Background: an optimization exercise with open tools, aiming at small area, a short achievable clock period and few clock cycles per item. Do not read the settings as production practice.

==> run a <==
==> flow/design.v <==
`timescale 1ns / 1ps
package abc_pkg;
    typedef logic [31:0] t_word;
    localparam logic CFG_KEY  = 1'b0;
    localparam logic CFG_MODE = 1'b1;
    localparam t_word SEED_TWO_INIT = 32'hEEEE_EEEE;
    localparam logic [21:0] LCG_MOD = 22'h2A_AAAB;
    localparam logic [511:0] TAIL_TABLE_P3 = {
        32'h7303286F,  
        32'h6149809F,  
        32'h30930D05,  
        32'h99F82E07,  
        32'h83BDA8A0,  
        32'h0FB5560F,  
        32'h64821378,  
        32'h3B4E9FB6,  
        32'h8F931ABB,  
        32'h420B949C,  
        32'hC4101122,  
        32'hF32F1336,  
        32'h2F316025,  
        32'hBADCE7F8,  
        32'h3D750222,  
        32'hA7BF92D3   
    };
    function automatic logic [21:0] jump_table(input logic [5:0] j);
        case (j)
            6'd0: jump_table = 22'h13193A;
            6'd1: jump_table = 22'h0B83E8;
            6'd2: jump_table = 22'h0D2DE5;
            6'd3: jump_table = 22'h20C777;
            6'd4: jump_table = 22'h29E30B;
            6'd5: jump_table = 22'h186002;
            6'd6: jump_table = 22'h249E51;
            6'd7: jump_table = 22'h07754B;
            6'd8: jump_table = 22'h09693E;
            6'd9: jump_table = 22'h0F72DE;
            6'd10: jump_table = 22'h0220C9;
            6'd11: jump_table = 22'h084CE0;
            6'd12: jump_table = 22'h0AC8BB;
            6'd13: jump_table = 22'h1A05A6;
            6'd14: jump_table = 22'h184BAA;
            6'd15: jump_table = 22'h21C283;
            6'd16: jump_table = 22'h0836EE;
            6'd17: jump_table = 22'h0207FE;
            6'd18: jump_table = 22'h13599C;
            6'd19: jump_table = 22'h00FF90;
            6'd20: jump_table = 22'h1E33A7;
            6'd21: jump_table = 22'h293103;
            6'd22: jump_table = 22'h228DD1;
            6'd23: jump_table = 22'h018DDE;
            6'd24: jump_table = 22'h0AB5B6;
            6'd25: jump_table = 22'h08291C;
            6'd26: jump_table = 22'h26CA6E;
            6'd27: jump_table = 22'h0CE676;
            6'd28: jump_table = 22'h10D39E;
            6'd29: jump_table = 22'h0635C3;
            6'd30: jump_table = 22'h0429F1;
            6'd31: jump_table = 22'h20F72D;
            6'd32: jump_table = 22'h132175;
            6'd33: jump_table = 22'h2554CE;
            6'd34: jump_table = 22'h23A3EA;
            6'd35: jump_table = 22'h015B32;
            6'd36: jump_table = 22'h14B214;
            6'd37: jump_table = 22'h17835B;
            6'd38: jump_table = 22'h206725;
            6'd39: jump_table = 22'h0715A8;
            6'd40: jump_table = 22'h1983D1;
            6'd41: jump_table = 22'h23E3AB;
            6'd42: jump_table = 22'h0726FF;
            6'd43: jump_table = 22'h1AC9C0;
            6'd44: jump_table = 22'h269438;
            6'd45: jump_table = 22'h18D8B5;
            6'd46: jump_table = 22'h14C260;
            6'd47: jump_table = 22'h017CD7;
            6'd48: jump_table = 22'h098BCC;
            6'd49: jump_table = 22'h230498;
            6'd50: jump_table = 22'h0CC157;
            6'd51: jump_table = 22'h156CD9;
            6'd52: jump_table = 22'h1753FA;
            6'd53: jump_table = 22'h0F4680;
            6'd54: jump_table = 22'h26DAFB;
            6'd55: jump_table = 22'h19A161;
            6'd56: jump_table = 22'h14A4B7;
            6'd57: jump_table = 22'h035DB4;
            6'd58: jump_table = 22'h16C3FF;
            6'd59: jump_table = 22'h01A5A7;
            6'd60: jump_table = 22'h28E837;
            6'd61: jump_table = 22'h1C41DE;
            6'd62: jump_table = 22'h071C9F;
            6'd63: jump_table = 22'h1FB009;
            default: jump_table = 22'h0;
        endcase
    endfunction
endpackage
`timescale 1ns / 1ps
module archive_block_cipher (
    input  logic        i_clk,
    input  logic        i_rst_n,
    input  logic        i_cfg_wr_en,
    input  logic        i_cfg_index,
    input  logic [31:0] i_cfg_data,
    input  logic        i_in_valid,
    output logic        o_in_stall,
    input  logic [31:0] i_data_word,
    input  logic        i_last,
    output logic        o_out_valid,
    input  logic        i_out_stall,
    output logic [31:0] o_result_word,
    output logic        o_last_out
);
    logic [31:0] r_key;
    logic        r_mode;
    logic        r_stall;
    logic        r_nstart;
    logic        r_out_v, r_out_l;
    logic [31:0] r_out_d;
    logic        r_os_v, r_os_l;
    logic [31:0] r_os_d;
    logic [31:0] r_s1;
    logic [31:0] r_tk;
    logic [31:0] r_tk1;
    logic        eng_busy_n;
    logic [31:0] r_a;
    logic [31:0] r_b;
    logic        proc, out_free, os_v_n, key_wr;
    logic [31:0] s1_next, s1_nx;
    logic [31:0] tc;
    assign proc     = i_in_valid && !r_stall;
    assign out_free = !r_out_v || !i_out_stall;
    assign os_v_n   = !out_free && (r_os_v || proc);
    assign key_wr   = i_cfg_wr_en && (i_cfg_index == abc_pkg::CFG_KEY);
    always_ff @(posedge i_clk) begin
        if (!i_rst_n) begin
            r_key  <= '0;
            r_mode <= 1'b0;
        end else if (i_cfg_wr_en) begin
            if (i_cfg_index == abc_pkg::CFG_KEY) r_key  <= i_cfg_data;
            else                                 r_mode <= i_cfg_data[0];
        end
    end
    always_ff @(posedge i_clk) begin
        if (!i_rst_n) begin
            r_stall <= 1'b1;
        end else begin
            r_stall <= os_v_n || key_wr || eng_busy_n;
        end
    end
    assign o_in_stall = r_stall;
    assign s1_next = ((~r_s1 << 21) + 32'h1111_1111) | (r_s1 >> 11);
    always_comb begin
        if (proc)          s1_nx = i_last ? r_key : s1_next;
        else if (r_nstart) s1_nx = r_key;
        else               s1_nx = r_s1;
        tc = r_nstart ? r_tk1
                      : abc_pkg::TAIL_TABLE_P3[{r_s1[18:17], r_s1[14:13]} * 32 +: 32];
    end
    always_ff @(posedge i_clk) begin
        if (!i_rst_n) begin
            r_nstart <= 1'b1;
        end else if (proc) begin
            r_nstart <= i_last;
        end
    end
    always_ff @(posedge i_clk) begin
        r_s1 <= s1_nx;
    end
    localparam logic [2:0] E_IDLE = 3'd0, E_LOAD = 3'd1, E_STEP = 3'd2,
                           E_RHI  = 3'd3, E_SLO  = 3'd4, E_RLO  = 3'd5;
    localparam logic [25:0] E_BIAS = 26'h200_0007 + 26'h3 - 26'h80_0000 - 26'h100_0000 - 26'h400;
    logic [2:0]  r_est;
    logic        r_eph;
    logic [4:0]  r_ecnt;
    logic [4:0]  r_rsel;
    logic [25:0] r_es;
    logic [7:0]  e_idx;
    logic [9:0]  e_h125, e_x;
    logic [25:0] e_o1, e_o2, e_o3, e_o4;
    logic [25:0] e_s1, e_c1, e_s2, e_c2, e_s3, e_c3, e_step;
    logic [25:0] e_km, e_sub, e_red;
    logic        e_borrow, e_last_red;
    assign e_idx = r_eph ? (8'h11 | r_key[18:11]) : r_key[7:0];
    always_comb begin
        case (r_es[25:23])
            3'd0: e_h125 = 10'd0;
            3'd1: e_h125 = 10'd125;
            3'd2: e_h125 = 10'd250;
            3'd3: e_h125 = 10'd375;
            3'd4: e_h125 = 10'd500;
            3'd5: e_h125 = 10'd625;
            3'd6: e_h125 = 10'd750;
            default: e_h125 = 10'd875;
        endcase
        e_x  = {3'b0, r_es[22:16]} + e_h125;
        e_o1 = {3'b0, r_es[15:0], 7'b0};
        e_o2 = {3'b0, ~r_es[22:0]};
        e_o3 = {2'b0, ~r_es[22:0], 1'b1};
        e_o4 = {16'b0, ~e_x};
        e_s1 = e_o1 ^ e_o2 ^ e_o3;
        e_c1 = ((e_o1 & e_o2) | (e_o1 & e_o3) | (e_o2 & e_o3)) << 1;
        e_s2 = e_s1 ^ e_c1 ^ e_o4;
        e_c2 = ((e_s1 & e_c1) | (e_s1 & e_o4) | (e_c1 & e_o4)) << 1;
        e_s3 = e_s2 ^ e_c2 ^ E_BIAS;
        e_c3 = ((e_s2 & e_c2) | (e_s2 & E_BIAS) | (e_c2 & E_BIAS)) << 1;
        e_step = e_s3 + e_c3;
        e_km = ({26{r_rsel[0]}} & ({4'b0, abc_pkg::LCG_MOD} << 4))
             | ({26{r_rsel[1]}} & ({4'b0, abc_pkg::LCG_MOD} << 3))
             | ({26{r_rsel[2]}} & ({4'b0, abc_pkg::LCG_MOD} << 2))
             | ({26{r_rsel[3]}} & ({4'b0, abc_pkg::LCG_MOD} << 1))
             | ({26{r_rsel[4]}} &  {4'b0, abc_pkg::LCG_MOD});
        {e_borrow, e_sub} = {1'b0, r_es} - {1'b0, e_km};
        e_red = e_borrow ? r_es : e_sub;
        e_last_red = r_rsel[4];
    end
    assign eng_busy_n = (r_est != E_IDLE) && !(r_est == E_RLO && e_last_red && r_eph);
    always_ff @(posedge i_clk) begin
        if (!i_rst_n || key_wr) begin
            r_est <= E_LOAD;
            r_eph <= 1'b0;
        end else begin
            case (r_est)
                E_LOAD: begin
                    r_es   <= {4'b0, abc_pkg::jump_table(e_idx[7:2])};
                    r_ecnt <= (e_idx[1:0] == 2'd0) ? 5'd0 : {e_idx[1:0], 1'b0} + {e_idx[1:0], 3'b0} - 5'd1;
                    r_est  <= (e_idx[1:0] == 2'd0) ? E_RHI : E_STEP;
                    r_rsel <= 5'b00001;
                end
                E_STEP: begin
                    r_es   <= e_step;
                    r_ecnt <= r_ecnt - 5'd1;
                    if (r_ecnt == 5'd0) begin
                        r_ecnt <= 5'd0;
                        r_est  <= E_RHI;
                    end
                end
                E_RHI: begin
                    r_es   <= e_red;
                    r_rsel <= {r_rsel[3:0], r_rsel[4]};
                    if (e_last_red) begin
                        r_est <= E_SLO;
                        if (r_eph) r_tk1[31:16] <= e_red[15:0];
                        else       r_tk[31:16]  <= e_red[15:0];
                    end
                end
                E_SLO: begin
                    r_es   <= e_step;
                    r_est  <= E_RLO;
                end
                E_RLO: begin
                    r_es   <= e_red;
                    r_rsel <= {r_rsel[3:0], r_rsel[4]};
                    if (e_last_red) begin
                        if (r_eph) r_tk1[15:0] <= e_red[15:0];
                        else       r_tk[15:0]  <= e_red[15:0];
                        r_eph <= 1'b1;
                        r_est <= r_eph ? E_IDLE : E_LOAD;
                    end
                end
                default: ;
            endcase
        end
    end
    logic [31:0] v_s, v_c, v;
    logic [31:0] res, p;
    logic [31:0] w1_s, w1_c, w2_s, w2_c, w3_s, w3_c, w;
    logic [31:0] a5, b5;
    always_comb begin
        v_s = r_s1 ^ r_a ^ r_b;
        v_c = ((r_s1 & r_a) | (r_s1 & r_b) | (r_a & r_b)) << 1;
        v   = v_s + v_c;
        res = i_data_word ^ v;
        p   = r_mode ? res : i_data_word;
        a5   = r_a << 5;
        b5   = {r_b[26:0], 3'b000, r_nstart, r_nstart};
        w1_s = r_a ^ r_b ^ a5;
        w1_c = ((r_a & r_b) | (r_a & a5) | (r_b & a5)) << 1;
        w2_s = w1_s ^ w1_c ^ b5;
        w2_c = ((w1_s & w1_c) | (w1_s & b5) | (w1_c & b5)) << 1;
        w3_s = w2_s ^ w2_c ^ tc;
        w3_c = ((w2_s & w2_c) | (w2_s & tc) | (w2_c & tc)) << 1;
        w    = w3_s + w3_c;
    end
    always_ff @(posedge i_clk) begin
        if (proc) begin
            r_a <= i_last ? r_tk : p;
            r_b <= i_last ? abc_pkg::SEED_TWO_INIT : w;
        end else if (r_nstart) begin
            r_a <= r_tk;
            r_b <= abc_pkg::SEED_TWO_INIT;
        end
    end
    always_ff @(posedge i_clk) begin
        if (!i_rst_n) begin
            r_out_v <= 1'b0;
            r_os_v  <= 1'b0;
        end else begin
            if (out_free) r_out_v <= r_os_v || proc;
            r_os_v <= os_v_n;
        end
    end
    always_ff @(posedge i_clk) begin
        if (out_free) begin
            r_out_d <= r_os_v ? r_os_d : res;
            r_out_l <= r_os_v ? r_os_l : i_last;
        end
        if (proc) begin
            r_os_d <= res;
            r_os_l <= i_last;
        end
    end
    assign o_out_valid   = r_out_v;
    assign o_result_word = r_out_d;
    assign o_last_out    = r_out_l;
endmodule
==> flow/run.sh <==
#!/bin/bash
# synth_recipe.tcl (not shown) runs the flow's synth.tcl, then flattens the netlist and writes it again
# the make line also repeats each setting of config.mk as NAME=value (left out here)
make -C /OpenROAD-flow-scripts/flow DESIGN_CONFIG=/design/flow/config.mk WORK_HOME=/design/flow/orfs CLKGATE_MAP_FILE= SYNTH_SCRIPT=/design/flow/synth_recipe.tcl finish
==> flow/config.mk <==
export PLATFORM = sky130hd
export DESIGN_NAME = archive_block_cipher
export DESIGN_NICKNAME = archive_block_cipher
export VERILOG_FILES = /design/flow/design.v
export SDC_FILE = /design/flow/constraint.sdc
export NUM_CORES = 4
export LEC_CHECK = 0
export CAP_MARGIN = 20
export CORE_MARGIN = 2
export CORE_UTILIZATION = 30
export SLEW_MARGIN = 20
export SYNTH_MEMORY_MAX_BITS = 16384
==> flow/constraint.sdc <==
create_clock -name core_clock -period 11.0 [get_ports {i_clk}]
set_input_delay 2.2000 -clock core_clock [delete_from_list [all_inputs] [get_ports {i_clk}]]
set_output_delay 2.2000 -clock core_clock [all_outputs]
set_load 0.01 [all_outputs]
==> run b: changes against run a <==
--- a/flow/design.v
+++ b/flow/design.v
@@ -7,20 +7,23 @@
     localparam logic [21:0] LCG_MOD = 22'h2A_AAAB;
-    localparam logic [511:0] TAIL_TABLE_P3 = {
-        32'h7303286F,  
-        32'h6149809F,  
-        32'h30930D05,  
-        32'h99F82E07,  
-        32'h83BDA8A0,  
-        32'h0FB5560F,  
-        32'h64821378,  
-        32'h3B4E9FB6,  
-        32'h8F931ABB,  
-        32'h420B949C,  
-        32'hC4101122,  
-        32'hF32F1336,  
-        32'h2F316025,  
-        32'hBADCE7F8,  
-        32'h3D750222,  
-        32'hA7BF92D3   
-    };
+    function automatic t_word tail_table_p3(input logic [3:0] idx);
+        case (idx)
+            4'd0: tail_table_p3 = 32'hA7BF92D3;  
+            4'd1: tail_table_p3 = 32'h3D750222;  
+            4'd2: tail_table_p3 = 32'hBADCE7F8;  
+            4'd3: tail_table_p3 = 32'h2F316025;  
+            4'd4: tail_table_p3 = 32'hF32F1336;  
+            4'd5: tail_table_p3 = 32'hC4101122;  
+            4'd6: tail_table_p3 = 32'h420B949C;  
+            4'd7: tail_table_p3 = 32'h8F931ABB;  
+            4'd8: tail_table_p3 = 32'h3B4E9FB6;  
+            4'd9: tail_table_p3 = 32'h64821378;  
+            4'd10: tail_table_p3 = 32'h0FB5560F;  
+            4'd11: tail_table_p3 = 32'h83BDA8A0;  
+            4'd12: tail_table_p3 = 32'h99F82E07;  
+            4'd13: tail_table_p3 = 32'h30930D05;  
+            4'd14: tail_table_p3 = 32'h6149809F;  
+            4'd15: tail_table_p3 = 32'h7303286F;  
+            default: tail_table_p3 = 32'h0;
+        endcase
+    endfunction
     function automatic logic [21:0] jump_table(input logic [5:0] j);
@@ -155,3 +158,3 @@
         tc = r_nstart ? r_tk1
-                      : abc_pkg::TAIL_TABLE_P3[{r_s1[18:17], r_s1[14:13]} * 32 +: 32];
+                      : abc_pkg::tail_table_p3({r_s1[18:17], r_s1[14:13]});
     end
@@ -169,3 +172,3 @@
                            E_RHI  = 3'd3, E_SLO  = 3'd4, E_RLO  = 3'd5;
-    localparam logic [25:0] E_BIAS = 26'h200_0007 + 26'h3 - 26'h80_0000 - 26'h100_0000 - 26'h400;
+    localparam logic [25:0] E_BIAS = 26'h200_000B;    
     logic [2:0]  r_est;
@@ -173,8 +176,7 @@
     logic [4:0]  r_ecnt;
-    logic [4:0]  r_rsel;
     logic [25:0] r_es;
     logic [7:0]  e_idx;
-    logic [9:0]  e_h125, e_x;
-    logic [25:0] e_o1, e_o2, e_o3, e_o4;
-    logic [25:0] e_s1, e_c1, e_s2, e_c2, e_s3, e_c3, e_step;
+    logic [9:0]  e_h125;
+    logic [25:0] e_o1, e_o2, e_o3, e_o4, e_o5;
+    logic [25:0] e_s1, e_c1, e_s2, e_c2, e_s3, e_c3, e_s4, e_c4, e_step;
     logic [25:0] e_km, e_sub, e_red;
@@ -193,22 +195,20 @@
         endcase
-        e_x  = {3'b0, r_es[22:16]} + e_h125;
         e_o1 = {3'b0, r_es[15:0], 7'b0};
-        e_o2 = {3'b0, ~r_es[22:0]};
-        e_o3 = {2'b0, ~r_es[22:0], 1'b1};
-        e_o4 = {16'b0, ~e_x};
+        e_o2 = ~{19'b0, r_es[22:16]};
+        e_o3 = ~{3'b0, r_es[22:0]};
+        e_o4 = ~{2'b0, r_es[22:0], 1'b0};
+        e_o5 = ~{16'b0, e_h125};
         e_s1 = e_o1 ^ e_o2 ^ e_o3;
         e_c1 = ((e_o1 & e_o2) | (e_o1 & e_o3) | (e_o2 & e_o3)) << 1;
-        e_s2 = e_s1 ^ e_c1 ^ e_o4;
-        e_c2 = ((e_s1 & e_c1) | (e_s1 & e_o4) | (e_c1 & e_o4)) << 1;
-        e_s3 = e_s2 ^ e_c2 ^ E_BIAS;
-        e_c3 = ((e_s2 & e_c2) | (e_s2 & E_BIAS) | (e_c2 & E_BIAS)) << 1;
-        e_step = e_s3 + e_c3;
-        e_km = ({26{r_rsel[0]}} & ({4'b0, abc_pkg::LCG_MOD} << 4))
-             | ({26{r_rsel[1]}} & ({4'b0, abc_pkg::LCG_MOD} << 3))
-             | ({26{r_rsel[2]}} & ({4'b0, abc_pkg::LCG_MOD} << 2))
-             | ({26{r_rsel[3]}} & ({4'b0, abc_pkg::LCG_MOD} << 1))
-             | ({26{r_rsel[4]}} &  {4'b0, abc_pkg::LCG_MOD});
+        e_s2 = e_o4 ^ e_o5 ^ E_BIAS;
+        e_c2 = ((e_o4 & e_o5) | (e_o4 & E_BIAS) | (e_o5 & E_BIAS)) << 1;
+        e_s3 = e_s1 ^ e_c1 ^ e_s2;
+        e_c3 = ((e_s1 & e_c1) | (e_s1 & e_s2) | (e_c1 & e_s2)) << 1;
+        e_s4 = e_s3 ^ e_c3 ^ e_c2;
+        e_c4 = ((e_s3 & e_c3) | (e_s3 & e_c2) | (e_c3 & e_c2)) << 1;
+        e_step = e_s4 + e_c4;
+        e_km = {4'b0, abc_pkg::LCG_MOD} << (3'd4 - r_ecnt[2:0]);
         {e_borrow, e_sub} = {1'b0, r_es} - {1'b0, e_km};
         e_red = e_borrow ? r_es : e_sub;
-        e_last_red = r_rsel[4];
+        e_last_red = (r_ecnt[2:0] == 3'd4);
     end
@@ -225,3 +225,2 @@
                     r_est  <= (e_idx[1:0] == 2'd0) ? E_RHI : E_STEP;
-                    r_rsel <= 5'b00001;
                 end
@@ -237,3 +236,3 @@
                     r_es   <= e_red;
-                    r_rsel <= {r_rsel[3:0], r_rsel[4]};
+                    r_ecnt <= r_ecnt + 5'd1;
                     if (e_last_red) begin
@@ -246,2 +245,3 @@
                     r_es   <= e_step;
+                    r_ecnt <= 5'd0;
                     r_est  <= E_RLO;
@@ -250,3 +250,3 @@
                     r_es   <= e_red;
-                    r_rsel <= {r_rsel[3:0], r_rsel[4]};
+                    r_ecnt <= r_ecnt + 5'd1;
                     if (e_last_red) begin
==> flow/flow/run.sh (new file) <==
#!/bin/bash
# Standard ORFS layout (the standard.sh), with timing repair asked to leave
# more setup slack than the default so that it works on paths under the period.
set -euo pipefail
export SETUP_SLACK_MARGIN=${MARGIN:-6.5}
bash standard.sh > flow_make.log 2>&1
==> flow/standard.sh (new file) <==
#!/bin/bash
# synth_recipe.tcl (not shown) runs the flow's synth.tcl, then flattens the netlist and writes it again
# the make line also repeats each setting of config.mk as NAME=value (left out here)
make -C /OpenROAD-flow-scripts/flow DESIGN_CONFIG=/design/flow/config.mk WORK_HOME=/design/flow/orfs CLKGATE_MAP_FILE= SYNTH_SCRIPT=/design/flow/synth_recipe.tcl "${@:-finish}"
removed: flow/run.sh
==> metrics.cfg <==
[sta]
period_share_pct=43.4
worst_hold_slack_ns=0.463

[worst_setup_path]
critPathMaxFanout=6
path_cells=buf_6, xnor2_1, ha_1, fa_1, inv_1, fa_1, ha_4, a211oi_4, o21ai_1, a31oi_2, o41ai_4, a311o_2, a2111oi_4, o21bai_1, a21oi_1, xor2_1, o22ai_1

[placement]
pre_cts_slack_ns=5.15

[yosys]
yosys.area.top_type_share_pct=29.1

[outcome]
outcome=timing/DRC/antenna clean

[floorplanning]
initial_core_util_pct=30.4

The numbers above come from run b.

==> metrics.cfg <==
[outcome]
outcome=timing/DRC/antenna clean

[yosys]
yosys.area.top_type_share_pct=31.0

[floorplanning]
initial_core_util_pct=30.3

[worst_setup_path]
path_cells=ha_1, fa_1, a21oi_1, nor2_1, nor2_1, o21bai_1, a21oi_1, nor2b_1, nor3_1, mux2i_1, fa_1, ha_1, ha_1, a21oi_1, nand2_1, o21ai_0, o31ai_1, a2111oi_0, o31ai_1, a31oi_1, xor2_1, o22ai_1

[sta]
period_share_pct=53.0

The numbers above come from run a.

No run of this note included a check of the RTL's function; only the layout flow was run.

## port drivers added, routing unchanged
How much do the figures lean on ideal ports? The routed layouts below were timed once more, with nothing changed but the port constraints. Step 1 assumes that a clkbuf_16 drives the clock port and a buf_2 every other input. Step 2 adds t to the input delays and takes it off the output delays; t is the mean of the earliest and latest rising clock arrival at the registers after step 1. Input paths then give back, and output paths get back, about the clock's delay inside the block. a / b / c = ideal ports / drivers / drivers and shift; a / b = the first two.
run	shift t [ns]	setup WS [ns]	hold slack, ns
run a	0.625	5.174 / 5.174 / 5.174	0.458 / 0.458 / 0.458
run b	0.627	6.221 / 6.221 / 6.060	0.463 / 0.463 / 0.463
After both steps every run listed still meets setup and hold. The setup slack of run b, which loses most, moves by 0.000 ns with the drivers and by -0.161 ns with both steps.
